From an optimization exercise on the open Yosys and OpenROAD flow, aimed at small area, a short achievable clock period and few clock cycles per item; shortcuts taken in it are not production practice.
In this exercise RTL edits were held to simulation tests only and were not proved equivalent to the original.

--- design/flow/config.mk ---
export PLATFORM = sky130hd
export DESIGN_NAME = chacha20_stream_cipher_core
export DESIGN_NICKNAME = chacha20_stream_cipher_core
export VERILOG_FILES = /design/flow/design.v
export SDC_FILE = /design/flow/constraint.sdc
export NUM_CORES = 4
export LEC_CHECK = 0
export CAP_MARGIN = 20
export CORE_MARGIN = 2
export CORE_UTILIZATION = 30
export SLEW_MARGIN = 20
--- design/flow/constraint.sdc ---
create_clock -name core_clock -period 30.0 [get_ports {clk_i}]
set_input_delay 6.0000 -clock core_clock [delete_from_list [all_inputs] [get_ports {clk_i}]]
set_output_delay 6.0000 -clock core_clock [all_outputs]
set_load 0.01 [all_outputs]
--- design/flow/design.v ---
package cc20_pkg;
  localparam int unsigned WORD_W     = 32;
  localparam int unsigned TEXT_W     = 64;
  localparam int unsigned NUM_TEXT   = 8;
  localparam int unsigned NUM_WORDS  = 16;
  localparam int unsigned COUNT_W    = 7;
  localparam int unsigned CFG_IDX_W  = 3;
  localparam int unsigned CFG_DATA_W = 64;
  typedef logic [WORD_W-1:0]     word_t;
  typedef logic [TEXT_W-1:0]     text_t;
  typedef logic [COUNT_W-1:0]    count_t;
  typedef logic [CFG_IDX_W-1:0]  cfg_idx_t;
  typedef logic [CFG_DATA_W-1:0] cfg_data_t;
  localparam word_t SIGMA_0 = 32'h6170_7865;
  localparam word_t SIGMA_1 = 32'h3320_646e;
  localparam word_t SIGMA_2 = 32'h7962_2d32;
  localparam word_t SIGMA_3 = 32'h6b20_6574;
  typedef enum logic [CFG_IDX_W-1:0] {
    CFG_KEY_01   = 3'd0,
    CFG_KEY_23   = 3'd1,
    CFG_KEY_45   = 3'd2,
    CFG_KEY_67   = 3'd3,
    CFG_NONCE_01 = 3'd4,
    CFG_NONCE_2  = 3'd5,
    CFG_INIT_CTR = 3'd6
  } cfg_reg_e;
  typedef enum logic [1:0] {
    ST_IDLE,
    ST_ROUND,
    ST_FINISH
  } ctrl_state_e;
  typedef struct packed {
    text_t [NUM_TEXT-1:0] text_word;
    count_t               byte_count;
    logic                 restart;
  } in_item_t;
  typedef struct packed {
    text_t [NUM_TEXT-1:0] out_word;
    count_t               out_count;
  } out_item_t;
  typedef struct packed {
    logic load;
    logic round;
    logic diag;
    logic finish;
  } dp_cmd_t;
  typedef struct packed {
    logic out_free;
  } dp_status_t;
endpackage
module cc20_qr (
  input  cc20_pkg::word_t a_i,
  input  cc20_pkg::word_t b_i,
  input  cc20_pkg::word_t c_i,
  input  cc20_pkg::word_t d_i,
  output cc20_pkg::word_t a_o,
  output cc20_pkg::word_t b_o,
  output cc20_pkg::word_t c_o,
  output cc20_pkg::word_t d_o
);
  cc20_pkg::word_t a1;
  cc20_pkg::word_t b1;
  cc20_pkg::word_t c1;
  cc20_pkg::word_t d1;
  cc20_pkg::word_t a2;
  cc20_pkg::word_t b2;
  cc20_pkg::word_t c2;
  cc20_pkg::word_t d2;
  cc20_pkg::word_t dx1;
  cc20_pkg::word_t bx1;
  cc20_pkg::word_t dx2;
  cc20_pkg::word_t bx2;
  assign a1  = a_i + b_i;
  assign dx1 = d_i ^ a1;
  assign d1  = {dx1[15:0], dx1[31:16]};
  assign c1  = c_i + d1;
  assign bx1 = b_i ^ c1;
  assign b1  = {bx1[19:0], bx1[31:20]};
  assign a2  = a1 + b1;
  assign dx2 = d1 ^ a2;
  assign d2  = {dx2[23:0], dx2[31:24]};
  assign c2  = c1 + d2;
  assign bx2 = b1 ^ c2;
  assign b2  = {bx2[24:0], bx2[31:25]};
  assign a_o = a2;
  assign b_o = b2;
  assign c_o = c2;
  assign d_o = d2;
endmodule
module cc20_ctrl #(
  parameter int unsigned DOUBLE_ROUNDS = 10
) (
  input  logic                 clk_i,
  input  logic                 rst_ni,
  input  logic                 in_valid_i,
  output logic                 in_ready_o,
  input  cc20_pkg::dp_status_t status_i,
  output cc20_pkg::dp_cmd_t    cmd_o
);
  localparam int unsigned NUM_ROUNDS = 2 * DOUBLE_ROUNDS;
  localparam int unsigned RND_W      = $clog2(NUM_ROUNDS);
  localparam logic [RND_W-1:0] LAST_RND = RND_W'(NUM_ROUNDS - 1);
  cc20_pkg::ctrl_state_e      state_q, state_d;
  logic [RND_W-1:0] rnd_q, rnd_d;
  always_ff @(posedge clk_i or negedge rst_ni) begin
    if (!rst_ni) begin
      state_q <= cc20_pkg::ST_IDLE;
      rnd_q   <= '0;
    end else begin
      state_q <= state_d;
      rnd_q   <= rnd_d;
    end
  end
  always_comb begin
    state_d    = state_q;
    rnd_d      = rnd_q;
    in_ready_o = 1'b0;
    cmd_o      = '0;
    unique case (state_q)
      cc20_pkg::ST_IDLE: begin
        in_ready_o = 1'b1;
        if (in_valid_i) begin
          cmd_o.load = 1'b1;
          rnd_d      = '0;
          state_d    = cc20_pkg::ST_ROUND;
        end
      end
      cc20_pkg::ST_ROUND: begin
        cmd_o.round = 1'b1;
        cmd_o.diag  = rnd_q[0];
        if (rnd_q == LAST_RND) begin
          state_d = cc20_pkg::ST_FINISH;
        end else begin
          rnd_d = rnd_q + 1'b1;
        end
      end
      cc20_pkg::ST_FINISH: begin
        if (status_i.out_free) begin
          cmd_o.finish = 1'b1;
          state_d      = cc20_pkg::ST_IDLE;
        end
      end
      default: begin
        state_d = cc20_pkg::ST_IDLE;
      end
    endcase
  end
endmodule
module cc20_datapath (
  input  logic                 clk_i,
  input  logic                 rst_ni,
  input  logic                 cfg_we_i,
  input  cc20_pkg::cfg_idx_t   cfg_idx_i,
  input  cc20_pkg::cfg_data_t  cfg_data_i,
  input  cc20_pkg::in_item_t   in_item_i,
  input  cc20_pkg::dp_cmd_t    cmd_i,
  output cc20_pkg::dp_status_t status_o,
  output logic                 out_valid_o,
  input  logic                 out_ready_i,
  output cc20_pkg::out_item_t  out_item_o
);
  localparam logic [15:0] QR_A = {4'd3, 4'd2, 4'd1, 4'd0};
  localparam logic [15:0] COL_B = {4'd7, 4'd6, 4'd5, 4'd4};
  localparam logic [15:0] COL_C = {4'd11, 4'd10, 4'd9, 4'd8};
  localparam logic [15:0] COL_D = {4'd15, 4'd14, 4'd13, 4'd12};
  localparam logic [15:0] DIA_B = {4'd4, 4'd7, 4'd6, 4'd5};
  localparam logic [15:0] DIA_C = {4'd9, 4'd8, 4'd11, 4'd10};
  localparam logic [15:0] DIA_D = {4'd14, 4'd13, 4'd12, 4'd15};
  cc20_pkg::text_t [3:0]          key_q;
  cc20_pkg::text_t                nonce01_q;
  cc20_pkg::word_t                nonce2_q;
  cc20_pkg::word_t                ctr_init_q;
  cc20_pkg::word_t                blk_ctr_q, blk_ctr_d;
  cc20_pkg::word_t                ctr_start;
  cc20_pkg::word_t [cc20_pkg::NUM_WORDS-1:0] init_s;
  cc20_pkg::word_t [cc20_pkg::NUM_WORDS-1:0] work_q, work_d;
  cc20_pkg::word_t [cc20_pkg::NUM_WORDS-1:0] ks_s;
  cc20_pkg::text_t [cc20_pkg::NUM_TEXT-1:0]  ks_text;
  cc20_pkg::text_t [cc20_pkg::NUM_TEXT-1:0]  text_q;
  cc20_pkg::count_t                count_q;
  logic [3:0][3:0] idx_b;
  logic [3:0][3:0] idx_c;
  logic [3:0][3:0] idx_d;
  cc20_pkg::word_t [3:0] qa_i;
  cc20_pkg::word_t [3:0] qb_i;
  cc20_pkg::word_t [3:0] qc_i;
  cc20_pkg::word_t [3:0] qd_i;
  cc20_pkg::word_t [3:0] qa_o;
  cc20_pkg::word_t [3:0] qb_o;
  cc20_pkg::word_t [3:0] qc_o;
  cc20_pkg::word_t [3:0] qd_o;
  logic      out_valid_q;
  cc20_pkg::out_item_t out_q;
  cc20_pkg::out_item_t res_s;
  always_ff @(posedge clk_i or negedge rst_ni) begin
    if (!rst_ni) begin
      key_q      <= '0;
      nonce01_q  <= '0;
      nonce2_q   <= '0;
      ctr_init_q <= '0;
    end else if (cfg_we_i) begin
      unique case (cfg_idx_i)
        cc20_pkg::CFG_KEY_01:   key_q[0]   <= cfg_data_i;
        cc20_pkg::CFG_KEY_23:   key_q[1]   <= cfg_data_i;
        cc20_pkg::CFG_KEY_45:   key_q[2]   <= cfg_data_i;
        cc20_pkg::CFG_KEY_67:   key_q[3]   <= cfg_data_i;
        cc20_pkg::CFG_NONCE_01: nonce01_q  <= cfg_data_i;
        cc20_pkg::CFG_NONCE_2:  nonce2_q   <= cfg_data_i[cc20_pkg::WORD_W-1:0];
        cc20_pkg::CFG_INIT_CTR: ctr_init_q <= cfg_data_i[cc20_pkg::WORD_W-1:0];
        default: ;
      endcase
    end
  end
  always_comb begin
    init_s[0]  = cc20_pkg::SIGMA_0;
    init_s[1]  = cc20_pkg::SIGMA_1;
    init_s[2]  = cc20_pkg::SIGMA_2;
    init_s[3]  = cc20_pkg::SIGMA_3;
    init_s[4]  = key_q[0][31:0];
    init_s[5]  = key_q[0][63:32];
    init_s[6]  = key_q[1][31:0];
    init_s[7]  = key_q[1][63:32];
    init_s[8]  = key_q[2][31:0];
    init_s[9]  = key_q[2][63:32];
    init_s[10] = key_q[3][31:0];
    init_s[11] = key_q[3][63:32];
    init_s[12] = blk_ctr_q;
    init_s[13] = nonce01_q[31:0];
    init_s[14] = nonce01_q[63:32];
    init_s[15] = nonce2_q;
  end
  assign ctr_start = in_item_i.restart ? ctr_init_q : blk_ctr_q;
  for (genvar k = 0; k < 4; k++) begin : g_qr
    assign idx_b[k] = cmd_i.diag ? DIA_B[4*k +: 4] : COL_B[4*k +: 4];
    assign idx_c[k] = cmd_i.diag ? DIA_C[4*k +: 4] : COL_C[4*k +: 4];
    assign idx_d[k] = cmd_i.diag ? DIA_D[4*k +: 4] : COL_D[4*k +: 4];
    assign qa_i[k]  = work_q[QR_A[4*k +: 4]];
    assign qb_i[k]  = work_q[idx_b[k]];
    assign qc_i[k]  = work_q[idx_c[k]];
    assign qd_i[k]  = work_q[idx_d[k]];
    cc20_qr u_qr (
      .a_i (qa_i[k]),
      .b_i (qb_i[k]),
      .c_i (qc_i[k]),
      .d_i (qd_i[k]),
      .a_o (qa_o[k]),
      .b_o (qb_o[k]),
      .c_o (qc_o[k]),
      .d_o (qd_o[k])
    );
  end
  always_comb begin
    work_d    = work_q;
    blk_ctr_d = blk_ctr_q;
    if (cmd_i.load) begin
      work_d     = init_s;
      work_d[12] = ctr_start;
      blk_ctr_d  = ctr_start;
    end else if (cmd_i.round) begin
      for (int k = 0; k < 4; k++) begin
        work_d[QR_A[4*k +: 4]]  = qa_o[k];
        work_d[idx_b[k]] = qb_o[k];
        work_d[idx_c[k]] = qc_o[k];
        work_d[idx_d[k]] = qd_o[k];
      end
    end else if (cmd_i.finish) begin
      blk_ctr_d = blk_ctr_q + 1'b1;
    end
  end
  always_ff @(posedge clk_i or negedge rst_ni) begin
    if (!rst_ni) begin
      blk_ctr_q <= '0;
    end else begin
      blk_ctr_q <= blk_ctr_d;
    end
  end
  always_ff @(posedge clk_i) begin
    work_q <= work_d;
    if (cmd_i.load) begin
      text_q  <= in_item_i.text_word;
      count_q <= in_item_i.byte_count;
    end
  end
  for (genvar w = 0; w < cc20_pkg::NUM_TEXT; w++) begin : g_res
    assign ks_s[2*w]   = work_q[2*w]   + init_s[2*w];
    assign ks_s[2*w+1] = work_q[2*w+1] + init_s[2*w+1];
    assign ks_text[w]  = {ks_s[2*w+1], ks_s[2*w]};
    for (genvar b = 0; b < 8; b++) begin : g_byte
      assign res_s.out_word[w][8*b +: 8] =
        (count_q > cc20_pkg::COUNT_W'(8*w + b)) ?
        (text_q[w][8*b +: 8] ^ ks_text[w][8*b +: 8]) : 8'h00;
    end
  end
  assign res_s.out_count = count_q;
  always_ff @(posedge clk_i or negedge rst_ni) begin
    if (!rst_ni) begin
      out_valid_q <= 1'b0;
    end else if (cmd_i.finish) begin
      out_valid_q <= 1'b1;
    end else if (out_ready_i) begin
      out_valid_q <= 1'b0;
    end
  end
  always_ff @(posedge clk_i) begin
    if (cmd_i.finish) begin
      out_q <= res_s;
    end
  end
  assign status_o.out_free = !out_valid_q || out_ready_i;
  assign out_valid_o       = out_valid_q;
  assign out_item_o        = out_q;
endmodule
module chacha20_stream_cipher_core #(
  parameter int unsigned DOUBLE_ROUNDS = 10
) (
  input  logic                clk_i,
  input  logic                rst_ni,
  input  logic                cfg_valid_i,
  output logic                cfg_ready_o,
  input  logic [2:0]          cfg_index_i,
  input  logic [63:0]         cfg_data_i,
  input  logic                in_valid_i,
  output logic                in_ready_o,
  input  logic [63:0]         in_text_word_0_i,
  input  logic [63:0]         in_text_word_1_i,
  input  logic [63:0]         in_text_word_2_i,
  input  logic [63:0]         in_text_word_3_i,
  input  logic [63:0]         in_text_word_4_i,
  input  logic [63:0]         in_text_word_5_i,
  input  logic [63:0]         in_text_word_6_i,
  input  logic [63:0]         in_text_word_7_i,
  input  logic [6:0]          in_byte_count_i,
  input  logic                in_restart_i,
  output logic                out_valid_o,
  input  logic                out_ready_i,
  output logic [63:0]         out_word_0_o,
  output logic [63:0]         out_word_1_o,
  output logic [63:0]         out_word_2_o,
  output logic [63:0]         out_word_3_o,
  output logic [63:0]         out_word_4_o,
  output logic [63:0]         out_word_5_o,
  output logic [63:0]         out_word_6_o,
  output logic [63:0]         out_word_7_o,
  output logic [6:0]          out_count_o
);
  cc20_pkg::dp_cmd_t    cmd;
  cc20_pkg::dp_status_t status;
  cc20_pkg::in_item_t   in_item;
  cc20_pkg::out_item_t  out_item;
  logic       in_ready;
  logic       out_valid;
  assign cfg_ready_o = 1'b1;
  assign in_item.text_word[0] = in_text_word_0_i;
  assign in_item.text_word[1] = in_text_word_1_i;
  assign in_item.text_word[2] = in_text_word_2_i;
  assign in_item.text_word[3] = in_text_word_3_i;
  assign in_item.text_word[4] = in_text_word_4_i;
  assign in_item.text_word[5] = in_text_word_5_i;
  assign in_item.text_word[6] = in_text_word_6_i;
  assign in_item.text_word[7] = in_text_word_7_i;
  assign in_item.byte_count   = in_byte_count_i;
  assign in_item.restart      = in_restart_i;
  assign in_ready_o = in_ready;
  cc20_ctrl #(
    .DOUBLE_ROUNDS (DOUBLE_ROUNDS)
  ) u_ctrl (
    .clk_i      (clk_i),
    .rst_ni     (rst_ni),
    .in_valid_i (in_valid_i),
    .in_ready_o (in_ready),
    .status_i   (status),
    .cmd_o      (cmd)
  );
  cc20_datapath u_datapath (
    .clk_i       (clk_i),
    .rst_ni      (rst_ni),
    .cfg_we_i    (cfg_valid_i),
    .cfg_idx_i   (cfg_index_i),
    .cfg_data_i  (cfg_data_i),
    .in_item_i   (in_item),
    .cmd_i       (cmd),
    .status_o    (status),
    .out_valid_o (out_valid),
    .out_ready_i (out_ready_i),
    .out_item_o  (out_item)
  );
  assign out_valid_o  = out_valid;
  assign out_word_0_o = out_item.out_word[0];
  assign out_word_1_o = out_item.out_word[1];
  assign out_word_2_o = out_item.out_word[2];
  assign out_word_3_o = out_item.out_word[3];
  assign out_word_4_o = out_item.out_word[4];
  assign out_word_5_o = out_item.out_word[5];
  assign out_word_6_o = out_item.out_word[6];
  assign out_word_7_o = out_item.out_word[7];
  assign out_count_o  = out_item.out_count;
endmodule
--- design/flow/run.sh ---
#!/bin/bash
# synth_recipe.tcl (not shown) runs the flow's synth.tcl, then flattens the netlist and writes it again
# the make line also repeats each setting of config.mk as NAME=value (left out here)
make -C /OpenROAD-flow-scripts/flow DESIGN_CONFIG=/design/flow/config.mk WORK_HOME=/design/flow/orfs CLKGATE_MAP_FILE= SYNTH_SCRIPT=/design/flow/synth_recipe.tcl finish
==> notes.md <==
outcome=complete, no violations; cells after synthesis=around 13k; Die Wd=665 um; hold_ws=0.505 ns; Post-Syn Area per Cell=around 10 sq um; Area growth syn-to-layout=22.3%; Final Setup Violations=0; setup tns final=0 ns; CTS Hold Bufs=0; dpl cell area=152000 sq um; cell area after layout=160000 sq um; initial core utilization=0.301; most frequent CP cell=xnor2_1; core area=approximately 430000 sq um; clock latency (worst-skew pair)=1.06 ns; Buffers on Ports=1112; Most Crowded Layer GR=met2; layout cells sized above 1=0.0993; first-pass iteration count of the detailed router=8; Setup Crit Path Kind=reg2reg; cell area after synthesis=131000 sq um; first-pass GRT wire length=between 1000000 and 1500000 um; CTS sink cnt=1974; CTS tree=done; Synth Warn #=2; vias in the first global route=between 100k and 150k; Net Count, Synth=14.4k; fin crit share=0.633; vias=119k; M2 GR Usage=0.592; I/O pin count=1114; Slew Limit Fails=0; Relative slew margins=0.0829; post-CTS sizing=0; initial antenna violation count=approximately 150; RD Place Congestion=1.11; Post-Route WL=871000 um; Std-Cell Rows=242; final hold violation count=0; Clock Tree Buf Depth=4; critical path's slowest cell=xnor2_1; total track usage=0.379; overall die area=442000 sq um; synth unique cells=108; setup repair bufs after CTS=0; H-Tree Depth=4; class of the most critical hold timing path=reg2reg; DP Cell Count=19.7k; Largest stage delay, worst path=1.03 ns; crit path launch type=flip-flop; Final Net Count=15.8k; largest net degree at the start of global routing=~150; RSZ-0062 raised after global routing=false; routing usage on met3=0.105; Data arrival, critical path=19.77 ns; WL per Instance=42.8 um; crit end category=flip-flop; initial DRC count=~15k; vias per cell=around 6; clock root buffer=clkbuf_16; max-cap viol count=0; Final min period=19.00 ns; main flop type after synthesis=edfxtp_1; number of synthesized register bits=1974; DRC=0; sequential fraction of the synthesis area=0.427; grt ovf=0; DRT antenna net count=0; Least-Margin Pin Slew=1.34 ns; CTS buffer count=237; dpl hpwl=724000 um; DIE HEIGHT=approximately 660 um; Post-Layout Cell Count=approximately 20k; fmax=52.6 MHz; Final Skew=roughly 0.13 ns; crit path max fanout=87; ys async rst share=0.215; Post-synth EDFFs=1422; Worst-path clk slew=approximately 0.06 ns; met1 Use GR=0.432; Critical Path RT=30.77 ns
state kept, by name, indices dropped and copies added (netlist names):
signal                  cells
u_datapath.out_valid_q      1
u_datapath.out_q          519
u_datapath.nonce01_q       64
u_datapath.work_q         512
u_datapath.blk_ctr_q       32
u_datapath.ctr_init_q      32
u_ctrl.rnd_q                5
u_datapath.nonce2_q        32
u_datapath.key_q          256
u_datapath.text_q         512
u_datapath.count_q          7
u_ctrl.state_q              2
cells in the final DEF (no fill, tap or decap), drive strengths merged, types with 84 or more instances in the layout:
master            n
ha              883
clkdlybuf4s50  1089
and3            105
o21a            123
o21ai           768
nand4            84
mux2i           315
nor3            166
a211oi           88
nor2b            96
nand2          1345
xor2            607
buf             374
edfxtp         1422
diode           152
o21bai           94
mux2            397
a21oi           912
nand3           193
dfxtp           128
a31oi            93
clkbuf          288
nor2           1006
or3              86
nand2b          101
dfrtp           424
xnor2          1353
a21o            423
inv             435
clkinv          107
area by class of cell:
cell class | count | area [sq um]
Sequential cell | 1974 | 55900
Tap cell | 5734 | 7170
Clock inverter | 156 | 1730
Timing Repair Buffer | 1463 | 13800
Antenna cell | 152 | 380
Inverter | 418 | 1600
Fill cell | 43590 | 274000
Multi-Input combinational cell | 10154 | 73400
Clock buffer | 288 | 6320
layer usage:
| layer | vias to the layer above | routed length, um |
|---|---|---|
| met3 | 2018 | 78000 |
| met4 | 42 | 84900 |
| met2 | 7260 | 389000 |
| met1 | 59720 | 319000 |
| li1 | 49693 | - |
| met5 | - | 290 |
path summary, 6_finish.rpt:
path                                            from                   endpoint  slack [ns]  cells past startpoint
setup / recovery                     u_ctrl.rnd_q[0]     u_datapath.work_q[152]       11.00                     50
hold / removal             u_datapath.ctr_init_q[26]  u_datapath.ctr_init_q[26]        0.50                      1
setup reg to reg                     u_ctrl.rnd_q[0]     u_datapath.work_q[152]       11.00                     50
hold reg to reg            u_datapath.ctr_init_q[26]  u_datapath.ctr_init_q[26]        0.50                      1
max in group asynchronous                     rst_ni      u_datapath.key_q[180]       21.02                      5
min in group asynchronous                     rst_ni   u_datapath.nonce01_q[16]        5.01                      1
stage by stage:
step	utilization	worst slack, ns
2_1_floorplan	-	7.58
3_3_place_gp	0.349	10.14
3_5_place_dp	0.349	11.39
4_1_cts	0.368	11.29
5_1_grt	0.368	10.60
6_report	0.369	11.00
worst max-delay path, delay by kind of cell (launching register included):
family          cells  cell delay (ns)
fa+ha+maj           5             1.99
simple gates        5             0.85
buf+inv             5             1.79
xor+xnor            8             4.43
compound gates     26             7.95
mux                 1             0.87
flops               1             0.53
kinds of logic (layout without fill, tap and decap cells):
| kind of cell | count (synthesis) | in the layout | synth area share |
|---|---|---|---|
| other cells | 1 | 153 | 0.0000286 |
| compound gates | 3177 | 3177 | 0.156 |
| xor+xnor | 1973 | 1973 | 0.134 |
| mux | 712 | 712 | 0.0582 |
| buf+inv | 783 | 2325 | 0.0227 |
| flops | 1974 | 1974 | 0.427 |
| simple gates | 3380 | 3380 | 0.115 |
| fa+ha+maj | 911 | 911 | 0.0886 |
Yosys cell counts, drive strengths merged (43+ instances only):
master     n  area share
a211oi    88      0.0052
a21o     423       0.024
a21oi    912       0.035
a22o      79      0.0053
a22oi     47      0.0027
a31oi     93      0.0044
and2      43      0.0021
and3     105      0.0050
buf       63      0.0021
clkbuf   302      0.0087
dfrtp    424       0.081
dfxtp    128       0.020
edfxtp  1422        0.33
ha       883       0.084
inv      417       0.012
mux2     397       0.034
mux2i    315       0.024
nand2   1345       0.039
nand2b   101      0.0048
nand3    193      0.0074
nand4     84      0.0040
nor2    1006       0.029
nor2b     96      0.0046
nor3     166      0.0063
o211ai    65      0.0038
o21a     123      0.0071
o21ai    768       0.029
o21bai    94      0.0054
or2       45      0.0021
or3       86      0.0041
xnor2   1353       0.091
xor2     607       0.041
Testbench counts, summed over its fixed seeds: cycles 8,456, items 384.

==> what the ideal ports hide <==
The flow's constraints put no driver on any port. The routed layout listed below was extracted and timed again, unchanged, in two steps.
Step 1 (the two cells are an assumption about what drives the block):
set clk [get_ports {clk_i}]
set_driving_cell -lib_cell sky130_fd_sc_hd__clkbuf_16 $clk
set_driving_cell -lib_cell sky130_fd_sc_hd__buf_2 [delete_from_list [all_inputs] $clk]
Step 2 also shifts input and output timing later by t, the mid clock arrival at the registers, as if the neighbouring blocks saw the same clock.
a / b / c = no drivers / after step 1 / after step 2; a / b = the first two.
t, ns: 1.121
slack for setup (ns): 11.005 / 11.005 / 11.005
pins driven straight from the clock port: 1
After both steps setup and hold are still met in this run. For this run, drivers alone change the setup slack by 0.000 ns; drivers and shift together by 0.000 ns.
